Background: an optimization exercise with open tools, aiming at small area, a short achievable clock period and few clock cycles per item. Do not read the settings as production practice. In this exercise RTL edits were held to simulation tests only and were not proved equivalent to the original.

==> inputs of lagoon <==
==> flow/design.v <==
`default_nettype none
package rse_pkg;
  localparam int unsigned DataW   = 32;
  localparam int unsigned FuncW   = 3;
  localparam int unsigned StatusW = 3;
  localparam logic [FuncW-1:0] FuncPush = 3'd0;
  localparam logic [FuncW-1:0] FuncAdd  = 3'd1;
  localparam logic [FuncW-1:0] FuncSub  = 3'd2;
  localparam logic [FuncW-1:0] FuncMul  = 3'd3;
  localparam logic [FuncW-1:0] FuncDiv  = 3'd4;
  localparam logic [StatusW-1:0] StatusOk       = 3'd0;
  localparam logic [StatusW-1:0] StatusFew      = 3'd1;
  localparam logic [StatusW-1:0] StatusDivZero  = 3'd2;
  localparam logic [StatusW-1:0] StatusCount    = 3'd3;
  localparam logic [StatusW-1:0] StatusOverflow = 3'd4;
endpackage
`default_nettype wire
`default_nettype none
module rse_stack #(
  parameter int unsigned ENTRIES = 14
) (
  input  wire logic                            clk_i,
  input  wire logic                            we_i,
  input  wire logic [$clog2(ENTRIES)-1:0]      waddr_i,
  input  wire logic [rse_pkg::DataW-1:0]       wdata_i,
  input  wire logic [$clog2(ENTRIES)-1:0]      raddr_i,
  output logic [rse_pkg::DataW-1:0]            rdata_o
);
  logic [rse_pkg::DataW-1:0] mem_q [ENTRIES];
  always_ff @(posedge clk_i) begin
    if (we_i) begin
      mem_q[waddr_i] <= wdata_i;
    end
  end
  assign rdata_o = mem_q[raddr_i];
endmodule
`default_nettype wire
`default_nettype none
module rse_clz (
  input  wire logic [31:0] a_i,
  output logic [5:0]       n_o
);
  always_comb begin
    n_o = 6'd32;
    for (int i = 0; i < 32; i++) begin
      if (a_i[i]) n_o = 6'(31 - i);
    end
  end
endmodule
`default_nettype wire
`default_nettype none
module rse_add (
  input  wire logic [31:0] a_i,
  input  wire logic [31:0] b_i,
  input  wire logic        cin_i,
  output logic [31:0]      sum_o,
  output logic             cout_o
);
  logic [32:0] g [7];
  logic [32:0] p [7];
  always_comb begin
    g[0][0] = cin_i;
    p[0][0] = 1'b0;
    for (int i = 0; i < 32; i++) begin
      g[0][i+1] = a_i[i] & b_i[i];
      p[0][i+1] = a_i[i] ^ b_i[i];
    end
    for (int l = 0; l < 7; l++) begin
      if (l > 0) begin
        for (int i = 0; i < 33; i++) begin
          if ((i >> (l - 1)) % 2 == 1) begin
            g[l][i] = g[l-1][i] | (p[l-1][i] & g[l-1][((i >> (l - 1)) << (l - 1)) - 1]);
            p[l][i] = p[l-1][i] & p[l-1][((i >> (l - 1)) << (l - 1)) - 1];
          end else begin
            g[l][i] = g[l-1][i];
            p[l][i] = p[l-1][i];
          end
        end
      end
    end
    for (int i = 0; i < 32; i++) begin
      sum_o[i] = p[0][i+1] ^ g[6][i];
    end
    cout_o = g[6][32];
  end
endmodule
`default_nettype wire
`default_nettype none
module rpn_stack_evaluator_unit #(
  parameter int unsigned STACK_DEPTH = 16
) (
  input  wire logic        clk_i,
  input  wire logic        rst_ni,
  input  wire logic        s_axis_tvalid_i,
  output logic             s_axis_tready_o,
  input  wire logic [31:0] s_axis_tdata_i,   
  input  wire logic [2:0]  s_axis_tuser_i,   
  input  wire logic        s_axis_tlast_i,
  output logic             m_axis_tvalid_o,
  input  wire logic        m_axis_tready_i,
  output logic [31:0]      m_axis_tdata_o,   
  output logic [2:0]       m_axis_tuser_o    
);
  localparam int unsigned W  = rse_pkg::DataW;
  localparam int unsigned ME = STACK_DEPTH - 2;      
  localparam int unsigned MW = $clog2(ME);
  localparam int unsigned CW = $clog2(STACK_DEPTH + 1);
  localparam logic [2:0] SIdle = 3'd0;
  localparam logic [2:0] SMul  = 3'd1;
  localparam logic [2:0] SDivA = 3'd2;
  localparam logic [2:0] SDiv  = 3'd3;
  localparam logic [2:0] SFix  = 3'd4;
  logic                        in_v_q;
  logic [rse_pkg::FuncW-1:0]   in_f_q;
  logic [W-1:0]                in_d_q;
  logic                        in_l_q;
  logic [W-1:0]                t_q, t_d;
  logic [W-1:0]                n_q, n_d;
  logic [CW-1:0]               cnt_q, cnt_d;
  logic [rse_pkg::StatusW-1:0] err_q, err_d;
  logic [2:0]                  st_q, st_d;
  logic [W-1:0]                x_q, x_d;
  logic [4:0]                  it_q, it_d;
  logic                        neg_q, neg_d;
  logic                        prev_q, prev_d;
  logic                        opl_q, opl_d;       
  logic                        hold_q, hold_d;     
  logic                        rdy_q, rdy_d;       
  logic                        in_v_d;
  logic [4:0]                  sh_q, sh_d;         
  logic                        qz_q, qz_d;         
  logic                        ov_q, ov_d;
  logic [rse_pkg::StatusW-1:0] os_q, os_d;
  logic [W-1:0]                ox_q, ox_d;
  logic                        accept, exec, out_free;
  logic                        mem_we;
  logic [MW-1:0]               mem_waddr, mem_raddr;
  logic [W-1:0]                mem_rdata;
  logic [CW-1:0]               cnt_m2, cnt_m3;
  logic                        a_en, b_inv, b_cin;
  logic [W-1:0]                b_op;
  logic [W:0]                  sum;
  logic [W-1:0]                n_abs;
  logic [5:0]                  clz_n, clz_t;
  logic                        pow_n, pow_t;
  logic [6:0]                  shamt;
  logic [2:0]                  bd;
  logic                        bd_zero, bd_two, bd_neg;
  logic                        mul_done;
  logic [W-1:0]                quo;
  logic                        fin;
  logic [CW-1:0]               fin_cnt;
  logic [rse_pkg::StatusW-1:0] fin_err;
  logic [W-1:0]                fin_val;
  assign exec            = in_v_q && (st_q == SIdle) && !hold_q;
  assign s_axis_tready_o = rdy_q;
  assign accept          = s_axis_tvalid_i && s_axis_tready_o;
  assign out_free        = !ov_q || m_axis_tready_i;
  assign cnt_m2    = cnt_q - CW'(2);
  assign cnt_m3    = cnt_q - CW'(3);
  assign mem_waddr = cnt_m2[MW-1:0];
  assign mem_raddr = cnt_m3[MW-1:0];
  rse_stack #(
    .ENTRIES(ME)
  ) u_stack (
    .clk_i   (clk_i),
    .we_i    (mem_we),
    .waddr_i (mem_waddr),
    .wdata_i (n_q),
    .raddr_i (mem_raddr),
    .rdata_o (mem_rdata)
  );
  rse_clz u_clz_n (.a_i(n_q ^ {W{n_q[W-1]}}), .n_o(clz_n));
  rse_clz u_clz_t (.a_i(t_q ^ {W{t_q[W-1]}}), .n_o(clz_t));
  assign pow_n = n_q[W-1] && ((~n_q[W-1:1] & n_q[W-2:0]) == '0);
  assign pow_t = t_q[W-1] && ((~t_q[W-1:1] & t_q[W-2:0]) == '0);
  assign shamt = 7'(clz_t) + 7'(pow_n) - 7'(clz_n) - 7'(pow_t);
  assign bd      = {x_q[1], x_q[0], prev_q};
  assign bd_zero = (bd == 3'b000) || (bd == 3'b111);
  assign bd_two  = (bd == 3'b011) || (bd == 3'b100);
  assign bd_neg  = bd[2] && !bd_zero;
  assign mul_done = (x_q[W-1:1] == '0) || (x_q[W-1:1] == '1);
  rse_add u_add (
    .a_i    (a_en ? n_q : W'(0)),
    .b_i    (b_op ^ {W{b_inv}}),
    .cin_i  (b_cin),
    .sum_o  (sum[W-1:0]),
    .cout_o (sum[W])
  );
  rse_add u_absn (
    .a_i    (n_q ^ {W{n_q[W-1]}}),
    .b_i    (W'(0)),
    .cin_i  (n_q[W-1]),
    .sum_o  (n_abs),
    .cout_o ()
  );
  assign quo = {x_q[W-2:0], sum[W]};
  always_comb begin
    a_en  = 1'b1;
    b_op  = t_q;
    b_inv = 1'b0;
    b_cin = 1'b0;
    case (st_q)
      SIdle: begin
        if (in_f_q == rse_pkg::FuncSub) begin
          b_inv = 1'b1;
          b_cin = 1'b1;
        end else if (in_f_q == rse_pkg::FuncDiv) begin
          a_en  = 1'b0;
          b_inv = 1'b1;
          b_cin = 1'b1;
        end
      end
      SMul: begin
        b_op  = bd_zero ? W'(0) : (bd_two ? {t_q[W-2:0], 1'b0} : t_q);
        b_inv = bd_neg;
        b_cin = bd_neg;
      end
      SDiv: begin
        b_inv = 1'b1;
        b_cin = 1'b1;
      end
      SFix: begin
        a_en  = 1'b0;
        b_cin = 1'b1;
      end
      default: begin
      end
    endcase
  end
  always_comb begin
    t_d     = t_q;
    n_d     = n_q;
    cnt_d   = cnt_q;
    err_d   = err_q;
    st_d    = st_q;
    x_d     = x_q;
    it_d    = it_q;
    neg_d   = neg_q;
    prev_d  = prev_q;
    opl_d   = opl_q;
    mem_we  = 1'b0;
    fin     = hold_q;
    fin_val = t_q;
    sh_d    = sh_q;
    qz_d    = qz_q;
    if (exec) begin
      if (err_q == rse_pkg::StatusOk) begin
        case (in_f_q)
          rse_pkg::FuncPush: begin
            if (cnt_q == CW'(STACK_DEPTH)) begin
              err_d = rse_pkg::StatusOverflow;
            end else begin
              mem_we = (cnt_q >= CW'(2));
              n_d    = t_q;
              t_d    = in_d_q;
              cnt_d  = cnt_q + CW'(1);
              fin_val = in_d_q;
            end
          end
          rse_pkg::FuncAdd, rse_pkg::FuncSub, rse_pkg::FuncMul, rse_pkg::FuncDiv: begin
            if (cnt_q < CW'(2)) begin
              err_d = rse_pkg::StatusFew;
            end else if (in_f_q == rse_pkg::FuncMul) begin
              st_d   = SMul;
              prev_d = 1'b0;
              n_d    = '0;
              if (clz_n > clz_t) begin
                x_d = n_q;
              end else begin
                x_d = t_q;
                t_d = n_q;
              end
            end else if (in_f_q == rse_pkg::FuncDiv) begin
              if (t_q == '0) begin
                err_d = rse_pkg::StatusDivZero;
              end else begin
                st_d  = SDivA;
                neg_d = n_q[W-1] ^ t_q[W-1];
                sh_d  = shamt[4:0];
                qz_d  = shamt[6];
                n_d   = n_abs;
                t_d   = t_q[W-1] ? sum[W-1:0] : t_q;
              end
            end else begin
              t_d   = sum[W-1:0];
              n_d   = mem_rdata;
              cnt_d = cnt_q - CW'(1);
              fin_val = sum[W-1:0];
            end
          end
          default: begin
          end
        endcase
      end
      if (in_l_q) begin
        if (st_d == SIdle) begin
          fin = 1'b1;
        end else begin
          opl_d = 1'b1;
        end
      end
    end
    case (st_q)
      SMul: begin
        n_d    = sum[W-1:0];
        x_d    = {{2{x_q[W-1]}}, x_q[W-1:2]};
        prev_d = x_q[1];
        t_d    = {t_q[W-3:0], 2'b00};
        if (mul_done) begin
          st_d  = SIdle;
          t_d   = sum[W-1:0];
          n_d   = mem_rdata;
          cnt_d = cnt_q - CW'(1);
          fin   = opl_q;
          fin_val = sum[W-1:0];
          opl_d = 1'b0;
        end
      end
      SDivA: begin
        if (qz_q) begin
          st_d  = SIdle;
          t_d   = '0;
          fin_val = '0;
          n_d   = mem_rdata;
          cnt_d = cnt_q - CW'(1);
          fin   = opl_q;
          opl_d = 1'b0;
        end else begin
          st_d = SDiv;
          t_d  = t_q << sh_q;
          it_d = sh_q;
          x_d  = '0;
        end
      end
      SDiv: begin
        if (sum[W]) begin
          n_d = sum[W-1:0];
        end
        x_d  = quo;
        t_d  = {1'b0, t_q[W-1:1]};
        it_d = it_q - 5'd1;
        if (it_q == 5'd0) begin
          if (neg_q) begin
            st_d = SFix;
            t_d  = ~quo;
          end else begin
            st_d  = SIdle;
            t_d   = quo;
            fin_val = quo;
            n_d   = mem_rdata;
            cnt_d = cnt_q - CW'(1);
            fin   = opl_q;
            opl_d = 1'b0;
          end
        end
      end
      SFix: begin
        st_d  = SIdle;
        t_d   = sum[W-1:0];
        fin_val = sum[W-1:0];
        n_d   = mem_rdata;
        cnt_d = cnt_q - CW'(1);
        fin   = opl_q;
        opl_d = 1'b0;
      end
      default: begin
      end
    endcase
  end
  assign fin_cnt = cnt_d;
  assign fin_err = err_d;
  always_comb begin
    ov_d   = ov_q && !m_axis_tready_i;
    os_d   = os_q;
    ox_d   = ox_q;
    hold_d = 1'b0;
    if (fin) begin
      if (out_free) begin
        ov_d = 1'b1;
        ox_d = '0;
        if (fin_err != rse_pkg::StatusOk) begin
          os_d = fin_err;
        end else if (fin_cnt == CW'(1)) begin
          os_d = rse_pkg::StatusOk;
          ox_d = fin_val;
        end else begin
          os_d = rse_pkg::StatusCount;
        end
      end else begin
        hold_d = 1'b1;
      end
    end
  end
  assign in_v_d = accept || (in_v_q && !exec);
  assign rdy_d  = !in_v_d || ((st_d == SIdle) && !hold_d);
  always_ff @(posedge clk_i or negedge rst_ni) begin
    if (!rst_ni) begin
      in_v_q <= 1'b0;
      cnt_q  <= '0;
      err_q  <= rse_pkg::StatusOk;
      st_q   <= SIdle;
      opl_q  <= 1'b0;
      hold_q <= 1'b0;
      ov_q   <= 1'b0;
      rdy_q  <= 1'b0;
    end else begin
      in_v_q <= in_v_d;
      st_q   <= st_d;
      opl_q  <= opl_d;
      hold_q <= hold_d;
      ov_q   <= ov_d;
      rdy_q  <= rdy_d;
      if (fin && out_free) begin
        cnt_q <= '0;
        err_q <= rse_pkg::StatusOk;
      end else begin
        cnt_q <= cnt_d;
        err_q <= err_d;
      end
    end
  end
  always_ff @(posedge clk_i) begin
    if (accept) begin
      in_f_q <= s_axis_tuser_i;
      in_d_q <= s_axis_tdata_i;
      in_l_q <= s_axis_tlast_i;
    end
    t_q    <= t_d;
    n_q    <= n_d;
    x_q    <= x_d;
    it_q   <= it_d;
    neg_q  <= neg_d;
    sh_q   <= sh_d;
    qz_q   <= qz_d;
    prev_q <= prev_d;
    os_q   <= os_d;
    ox_q   <= ox_d;
  end
  assign m_axis_tvalid_o = ov_q;
  assign m_axis_tdata_o  = ox_q;
  assign m_axis_tuser_o  = os_q;
endmodule
`default_nettype wire
==> flow/run.sh <==
#!/bin/bash
# synth_recipe.tcl (not shown) runs the flow's synth.tcl, then flattens the netlist and writes it again
# the make line also repeats each setting of config.mk as NAME=value (left out here)
make -C /OpenROAD-flow-scripts/flow DESIGN_CONFIG=/design/flow/config.mk WORK_HOME=/design/flow/orfs CLKGATE_MAP_FILE= SYNTH_SCRIPT=/design/flow/synth_recipe.tcl finish
==> flow/config.mk <==
export PLATFORM = sky130hd
export DESIGN_NAME = rpn_stack_evaluator_unit
export DESIGN_NICKNAME = rpn_stack_evaluator_unit
export VERILOG_FILES = /design/flow/design.v
export SDC_FILE = /design/flow/constraint.sdc
export NUM_CORES = 4
export LEC_CHECK = 0
export CAP_MARGIN = 20
export CORE_MARGIN = 2
export CORE_UTILIZATION = 40
export SETUP_SLACK_MARGIN = 5
export SLEW_MARGIN = 20
==> flow/constraint.sdc <==
create_clock -name core_clock -period 10.0 [get_ports {clk_i}]
set_input_delay 2.0000 -clock core_clock [delete_from_list [all_inputs] [get_ports {clk_i}]]
set_output_delay 2.0000 -clock core_clock [all_outputs]
set_load 0.01 [all_outputs]
==> inputs of indigo, as changes to lagoon <==
--- a/flow/design.v
+++ b/flow/design.v
@@ -51,39 +51,2 @@
 `default_nettype none
-module rse_add (
-  input  wire logic [31:0] a_i,
-  input  wire logic [31:0] b_i,
-  input  wire logic        cin_i,
-  output logic [31:0]      sum_o,
-  output logic             cout_o
-);
-  logic [32:0] g [7];
-  logic [32:0] p [7];
-  always_comb begin
-    g[0][0] = cin_i;
-    p[0][0] = 1'b0;
-    for (int i = 0; i < 32; i++) begin
-      g[0][i+1] = a_i[i] & b_i[i];
-      p[0][i+1] = a_i[i] ^ b_i[i];
-    end
-    for (int l = 0; l < 7; l++) begin
-      if (l > 0) begin
-        for (int i = 0; i < 33; i++) begin
-          if ((i >> (l - 1)) % 2 == 1) begin
-            g[l][i] = g[l-1][i] | (p[l-1][i] & g[l-1][((i >> (l - 1)) << (l - 1)) - 1]);
-            p[l][i] = p[l-1][i] & p[l-1][((i >> (l - 1)) << (l - 1)) - 1];
-          end else begin
-            g[l][i] = g[l-1][i];
-            p[l][i] = p[l-1][i];
-          end
-        end
-      end
-    end
-    for (int i = 0; i < 32; i++) begin
-      sum_o[i] = p[0][i+1] ^ g[6][i];
-    end
-    cout_o = g[6][32];
-  end
-endmodule
-`default_nettype wire
-`default_nettype none
 module rpn_stack_evaluator_unit #(
@@ -127,6 +90,2 @@
   logic                        hold_q, hold_d;     
-  logic                        rdy_q, rdy_d;       
-  logic                        in_v_d;
-  logic [4:0]                  sh_q, sh_d;         
-  logic                        qz_q, qz_d;         
   logic                        ov_q, ov_d;
@@ -142,6 +101,5 @@
   logic [W:0]                  sum;
-  logic [W-1:0]                n_abs;
   logic [5:0]                  clz_n, clz_t;
-  logic                        pow_n, pow_t;
-  logic [6:0]                  shamt;
+  logic                        sgn_mask;
+  logic [5:0]                  shamt;
   logic [2:0]                  bd;
@@ -155,3 +113,3 @@
   assign exec            = in_v_q && (st_q == SIdle) && !hold_q;
-  assign s_axis_tready_o = rdy_q;
+  assign s_axis_tready_o = !in_v_q || ((st_q == SIdle) && !hold_q);
   assign accept          = s_axis_tvalid_i && s_axis_tready_o;
@@ -172,7 +130,6 @@
   );
-  rse_clz u_clz_n (.a_i(n_q ^ {W{n_q[W-1]}}), .n_o(clz_n));
-  rse_clz u_clz_t (.a_i(t_q ^ {W{t_q[W-1]}}), .n_o(clz_t));
-  assign pow_n = n_q[W-1] && ((~n_q[W-1:1] & n_q[W-2:0]) == '0);
-  assign pow_t = t_q[W-1] && ((~t_q[W-1:1] & t_q[W-2:0]) == '0);
-  assign shamt = 7'(clz_t) + 7'(pow_n) - 7'(clz_n) - 7'(pow_t);
+  assign sgn_mask = (st_q == SIdle);
+  rse_clz u_clz_n (.a_i(n_q ^ {W{n_q[W-1] & sgn_mask}}), .n_o(clz_n));
+  rse_clz u_clz_t (.a_i(t_q ^ {W{t_q[W-1] & sgn_mask}}), .n_o(clz_t));
+  assign shamt = clz_t - clz_n;
   assign bd      = {x_q[1], x_q[0], prev_q};
@@ -182,16 +139,3 @@
   assign mul_done = (x_q[W-1:1] == '0) || (x_q[W-1:1] == '1);
-  rse_add u_add (
-    .a_i    (a_en ? n_q : W'(0)),
-    .b_i    (b_op ^ {W{b_inv}}),
-    .cin_i  (b_cin),
-    .sum_o  (sum[W-1:0]),
-    .cout_o (sum[W])
-  );
-  rse_add u_absn (
-    .a_i    (n_q ^ {W{n_q[W-1]}}),
-    .b_i    (W'(0)),
-    .cin_i  (n_q[W-1]),
-    .sum_o  (n_abs),
-    .cout_o ()
-  );
+  assign sum = {1'b0, (a_en ? n_q : W'(0))} + {1'b0, b_op ^ {W{b_inv}}} + (W+1)'(b_cin);
   assign quo = {x_q[W-2:0], sum[W]};
@@ -243,5 +187,2 @@
     fin     = hold_q;
-    fin_val = t_q;
-    sh_d    = sh_q;
-    qz_d    = qz_q;
     if (exec) begin
@@ -257,3 +198,2 @@
               cnt_d  = cnt_q + CW'(1);
-              fin_val = in_d_q;
             end
@@ -279,5 +219,3 @@
                 neg_d = n_q[W-1] ^ t_q[W-1];
-                sh_d  = shamt[4:0];
-                qz_d  = shamt[6];
-                n_d   = n_abs;
+                n_d   = n_q[W-1] ? W'(0) - n_q : n_q;
                 t_d   = t_q[W-1] ? sum[W-1:0] : t_q;
@@ -288,3 +226,2 @@
               cnt_d = cnt_q - CW'(1);
-              fin_val = sum[W-1:0];
             end
@@ -315,3 +252,2 @@
           fin   = opl_q;
-          fin_val = sum[W-1:0];
           opl_d = 1'b0;
@@ -320,6 +256,5 @@
       SDivA: begin
-        if (qz_q) begin
+        if (clz_t < clz_n) begin
           st_d  = SIdle;
           t_d   = '0;
-          fin_val = '0;
           n_d   = mem_rdata;
@@ -330,4 +265,4 @@
           st_d = SDiv;
-          t_d  = t_q << sh_q;
-          it_d = sh_q;
+          t_d  = t_q << shamt[4:0];
+          it_d = shamt[4:0];
           x_d  = '0;
@@ -349,3 +284,2 @@
             t_d   = quo;
-            fin_val = quo;
             n_d   = mem_rdata;
@@ -360,3 +294,2 @@
         t_d   = sum[W-1:0];
-        fin_val = sum[W-1:0];
         n_d   = mem_rdata;
@@ -372,2 +305,3 @@
   assign fin_err = err_d;
+  assign fin_val = t_d;
   always_comb begin
@@ -394,4 +328,2 @@
   end
-  assign in_v_d = accept || (in_v_q && !exec);
-  assign rdy_d  = !in_v_d || ((st_d == SIdle) && !hold_d);
   always_ff @(posedge clk_i or negedge rst_ni) begin
@@ -405,5 +337,8 @@
       ov_q   <= 1'b0;
-      rdy_q  <= 1'b0;
     end else begin
-      in_v_q <= in_v_d;
+      if (accept) begin
+        in_v_q <= 1'b1;
+      end else if (exec) begin
+        in_v_q <= 1'b0;
+      end
       st_q   <= st_d;
@@ -412,3 +347,2 @@
       ov_q   <= ov_d;
-      rdy_q  <= rdy_d;
       if (fin && out_free) begin
@@ -433,4 +367,2 @@
     neg_q  <= neg_d;
-    sh_q   <= sh_d;
-    qz_q   <= qz_d;
     prev_q <= prev_d;
SETUP_SLACK_MARGIN = unset   (was 5)
==> qor summary <==
| metric | indigo | lagoon |
|---|---|---|
| Status | timing/DRC/antenna clean | timing/DRC/antenna clean |
| Tap cells | 1165 | 1243 |
| Net count of the mapped netlist | 3283 | 3525 |
| Total routing resource utilization after global routing | 28.1% | 29.8% |
| Clock network area share | 5.50% | 5.27% |
| Asr flop ratio synth | 2.35% | 2.48% |
| Clock Latency Late Sink | 640 ps | 660 ps |
| Number of instances in the synthesized netlist | 3193 | 3410 |
| Final Core Density | 45.5% | 48.6% |
| Buffers outside the clock class | 212 | 335 |
| Met2 wire len | 54.8 mm | 59.1 mm |
| Met3 track demand over resource in global routing | 7.43% | 9.75% |
| Metal-1 WL | 52.2 mm | 58.2 mm |
Testbench counts of lagoon, summed over its fixed seeds: cycles 76,038, tokens 32,033.
Testbench counts of indigo, summed over its fixed seeds: cycles 76,038, tokens 32,033.

==> afterwards: timing with drivers on the ports <==
Ports are ideal in the flow. The routed layouts listed here were re-timed in OpenROAD.
Step 1 sets driving cells, clkbuf_16 on the clock port and buf_2 on the other inputs (assumed; they add their load-dependent delay and slew).
Step 2 adds t to the input delays and takes it off the output delays; t is the mean of the earliest and latest rising clock arrival at the registers after step 1. Input paths then give back, and output paths get back, about the clock's delay inside the block.
Slacks: ideal / step 1 / step 2; pairs: ideal / step 1.
| run | shift t [ns] | slack for setup (ns) | hold slack, ns |
|---|---|---|---|
| lagoon | 0.710 | 4.605 / 4.605 / 4.605 | 0.545 / 0.545 / 0.545 |
| indigo | 0.697 | 2.590 / 2.590 / 2.590 | 0.494 / 0.494 / 0.494 |
After both steps setup and hold are still met in every run listed.
